Source: an optimization exercise on an open RTL-to-GDS flow (aim: small area and a short achievable clock period). Production flows keep margins and buffers that such runs may drop. RTL that was checked went through simulation tests only; none was proved equivalent to the original. The clock port is modelled as an ideal driver; clocking choices that lean on that would not hold on a real chip. Power is estimated from default activity; no workload was simulated.

v6:
Design psram_rsp, start of the top module:
module psram_rsp #(
    parameter int unsigned MEM_AW = 8
) (
    input  logic        clk_i,
    input  logic        rst_i,
    input  logic [7:0]  cfg_rcmd_i,
    input  logic [7:0]  cfg_wcmd_i,
    input  logic [7:0]  cfg_mrcmd_i,
    input  logic [7:0]  cfg_mwcmd_i,
    input  logic [7:0]  cfg_rlc_i,
    input  logic [7:0]  cfg_wlc_i,
    input  logic        psram_sck_i,
    input  logic        psram_ce_i,
    input  logic [7:0]  psram_io_in_i,
    input  logic        psram_dqs_in_i,
    output logic [7:0]  psram_io_out_o,
    output logic        psram_io_en_o,
    output logic        psram_dqs_out_o,
    output logic        psram_dqs_en_o,
    output logic [31:0] mr_o,
    output logic        err_o
);
Size: ~2300 flip-flops, ~110 I/O pins.
export LEC_CHECK = 0
export CAP_MARGIN = 20
export CORE_MARGIN = 2
export CORE_UTILIZATION = 70
export SETUP_SLACK_MARGIN = 3.7
export SLEW_MARGIN = 20
create_clock -name core_clock -period 6.0 [get_ports {clk_i}]
standard.sh (not shown) runs the stock make flow with config.mk's settings and CLKGATE_MAP_FILE= SYNTH_SCRIPT=/design/flow/synth_recipe.tcl, a recipe that flattens the netlist after the stock synthesis.
==> flow/flow/run.sh <==
#!/bin/bash
# The standard layout (standard.sh), with these changes:
#  * plain buf_4 buffers on the ports instead of the delay buffers that buffer_ports
#    picks by default;
#  * clock tree synthesis without dummy loads, with clkbuf_16 buffers and larger sink
#    clusters than the default (fewer leaf buffers);
#  * after clock tree synthesis, flow/splitroot.tcl splits the root clock buffer into
#    four, each next to the loads it drives.
# ORFS's own logs stay in orfs/logs; standard.sh's output goes to standard.log.
set -e
bash standard.sh \
  BUFFER_PORTS_ARGS="-buffer_cell sky130_fd_sc_hd__buf_4" \
  CTS_ARGS="-sink_clustering_enable -repair_clock_nets -dont_use_dummy_load -buf_list sky130_fd_sc_hd__clkbuf_16 -sink_clustering_size 25 -sink_clustering_max_diameter 80" \
  POST_CTS_TCL="$PWD/flow/splitroot.tcl" \
  finish > standard.log 2>&1
Other scripts of this flow, unchanged in this note and not shown: flow/flow/splitroot.tcl
The following lists how v7 was set up differently from v6:
-- flow/design.v --
<<< v6, line 42
    logic              dqs_en_q;
    logic [3:0][7:0]   sd_q;            
    logic [3:0][1:0]   sh_q;            
    logic [3:0][3:0]   spos_q;          
    logic [3:0]        mwa_q;           
    logic [15:0][15:0][7:0] ring_q;     
    logic [3:0]        ph_q;
    logic [15:0]       rsel_c;          
    logic [NPS-1:0][15:0] psel_q, psel_d;  
    logic [NRG-1:0][7:0] rdp_q;         
>>> v7, line 42
    logic              dqs_en_q;
    logic [3:0][7:0]   sd_q;            
    logic [3:0][3:0]   soh_q;           
    logic [3:0][3:0]   spos_q;          
    logic [3:0]        sl0_q, sl8_q;    
    logic [3:0]        mwa_q;           
    logic [15:0][15:0][7:0] ring_q;     
    logic [3:0]        ph_q;
    logic [15:0]       rsel_q, rsel_d;  
    logic [NPS-1:0][15:0] psel_q, psel_d;  
    logic [NRG-1:0][7:0] rdp_q;         
<<< v6, line 158
            if (addr_edge_c) begin
                psel_d[g] = 16'b1 << ld_col_c;
            end else if (inc_c && ptr_q[3:0] == 4'd15) begin
                psel_d[g] = {psel_q[g][13:0], psel_q[g][15:14]};
            end else begin
>>> v7, line 159
            if (addr_edge_c) begin
                psel_d[g] = 16'b1 << ld_col_c;
            end else if (inc_c && rsel_q[15]) begin
                psel_d[g] = {psel_q[g][13:0], psel_q[g][15:14]};
            end else begin
<<< v6, line 164
            end
        end
        rsel_c = 16'b1 << ptr_q[3:0];
    end
    always_comb begin
>>> v7, line 165
            end
        end
        if (addr_edge_c) begin
            rsel_d = 16'b1 << io_q[3:0];
        end else if (inc_c) begin
            rsel_d = {rsel_q[14:0], rsel_q[15]};
        end else begin
            rsel_d = rsel_q;
        end
    end
    always_comb begin
<<< v6, line 176
            rd_grp_c[g] = '0;
            for (int r = (16 / NRG) * g; r < (16 / NRG) * (g + 1); r++) begin
                rd_grp_c[g] = rd_grp_c[g] | ({8{rsel_c[r]}} & rd_ring_c[r]);
            end
        end
>>> v7, line 183
            rd_grp_c[g] = '0;
            for (int r = (16 / NRG) * g; r < (16 / NRG) * (g + 1); r++) begin
                rd_grp_c[g] = rd_grp_c[g] | ({8{rsel_q[r]}} & rd_ring_c[r]);
            end
        end
<<< v6, line 190
        ptr_q  <= ptr_d;
        ph_q   <= ph_q + 4'd1;
        psel_q <= psel_d;
        rdp_q  <= rd_grp_c;
>>> v7, line 197
        ptr_q  <= ptr_d;
        ph_q   <= ph_q + 4'd1;
        rsel_q <= rsel_d;
        psel_q <= psel_d;
        rdp_q  <= rd_grp_c;
<<< v6, line 195
            if (wr_edge_c && dqs_q && ptr_q[1:0] == 2'(e)) begin
                sd_q[e]   <= io_q;
                sh_q[e]   <= ptr_q[3:2];
                spos_q[e] <= ld_pos_c;
            end else begin
                spos_q[e] <= spos_q[e] + 4'd1;
            end
        end
        for (int r = 0; r < 16; r++) begin
            for (int p = 0; p < 16; p++) begin
                if (p == 0 && spos_q[r % 4] == 4'd15 && sh_q[r % 4] == 2'(r / 4)) begin
                    ring_q[r][p] <= sd_q[r % 4];
                end else if (p == 8 && spos_q[r % 4] == 4'd7 && sh_q[r % 4] == 2'(r / 4)) begin
                    ring_q[r][p] <= sd_q[r % 4];
                end else begin
>>> v7, line 203
            if (wr_edge_c && dqs_q && ptr_q[1:0] == 2'(e)) begin
                sd_q[e]   <= io_q;
                soh_q[e]  <= 4'b1 << ptr_q[3:2];
                spos_q[e] <= ld_pos_c;
                sl0_q[e]  <= (ld_pos_c == 4'd15);
                sl8_q[e]  <= (ld_pos_c == 4'd7);
            end else begin
                spos_q[e] <= spos_q[e] + 4'd1;
                sl0_q[e]  <= (spos_q[e] == 4'd14);
                sl8_q[e]  <= (spos_q[e] == 4'd6);
            end
        end
        for (int r = 0; r < 16; r++) begin
            for (int p = 0; p < 16; p++) begin
                if (p == 0 && sl0_q[r % 4] && soh_q[r % 4][r / 4]) begin
                    ring_q[r][p] <= sd_q[r % 4];
                end else if (p == 8 && sl8_q[r % 4] && soh_q[r % 4][r / 4]) begin
                    ring_q[r][p] <= sd_q[r % 4];
                end else begin
Results
- v7 has number of sinks driven by the clock tree above what v6 had.
- Static leakage: v7 > v6
- v7: global-route usage 0.53 points above v6
- Against v6, the final cell area of v7 is higher.
- From v6 to v7 the numbers moved as follows: share of cell area taken by multi-input logic gates barely changed, final cell count climbed about 1.4%, placed wire-length estimate after detailed placement climbed about 2.8%, area growth from synthesis to layout barely changed.
- mr_o[6] as the timing endpoint of the critical path was reported by v6, and mr_o[10] by v7.
- Between v7 and v6, the xor-xnor portion of the synthesized cell area figures differ only marginally.
- The portion of the post-synthesis area used by sequential elements of v7 is higher than that of v6.
- From v6 to v7 the numbers moved as follows: routed wire length up about 1.1%; worst-case setup margin in the final layout rose 0.014 ns.
Only the layout flow was run in v6; the RTL was not checked for function there.

static timing again, ports no longer ideal:
How much do the figures lean on ideal ports? The routed layouts below were timed once more, with nothing changed but the port constraints.
Step 1, drivers: a clkbuf_16 drives clk_i and a buf_2 each remaining input, both assumed.
Step 2 adds t to the input delays and takes it off the output delays; t is the mean of the earliest and latest rising clock arrival at the registers after step 1. Input paths then give back, and output paths get back, about the clock's delay inside the block.
Slacks: no drivers / after step 1 / after step 2; pairs: no drivers / after step 1.
run	t (ns)	setup WS [ns]	hold slack, ns	slew at the worst register clock pin (ns)	cell pins on the clock port's net
v6	0.677	3.647 / 3.492 / 3.202	0.325 / 0.325 / 0.325	0.10 / 0.10	4
v7	0.710	3.661 / 3.501 / 3.167	0.322 / 0.322 / 0.322	0.10 / 0.10	4
After both steps every run listed still meets setup and hold. For v7, which loses most, drivers alone change the setup slack by -0.160 ns; drivers and shift together by -0.494 ns.
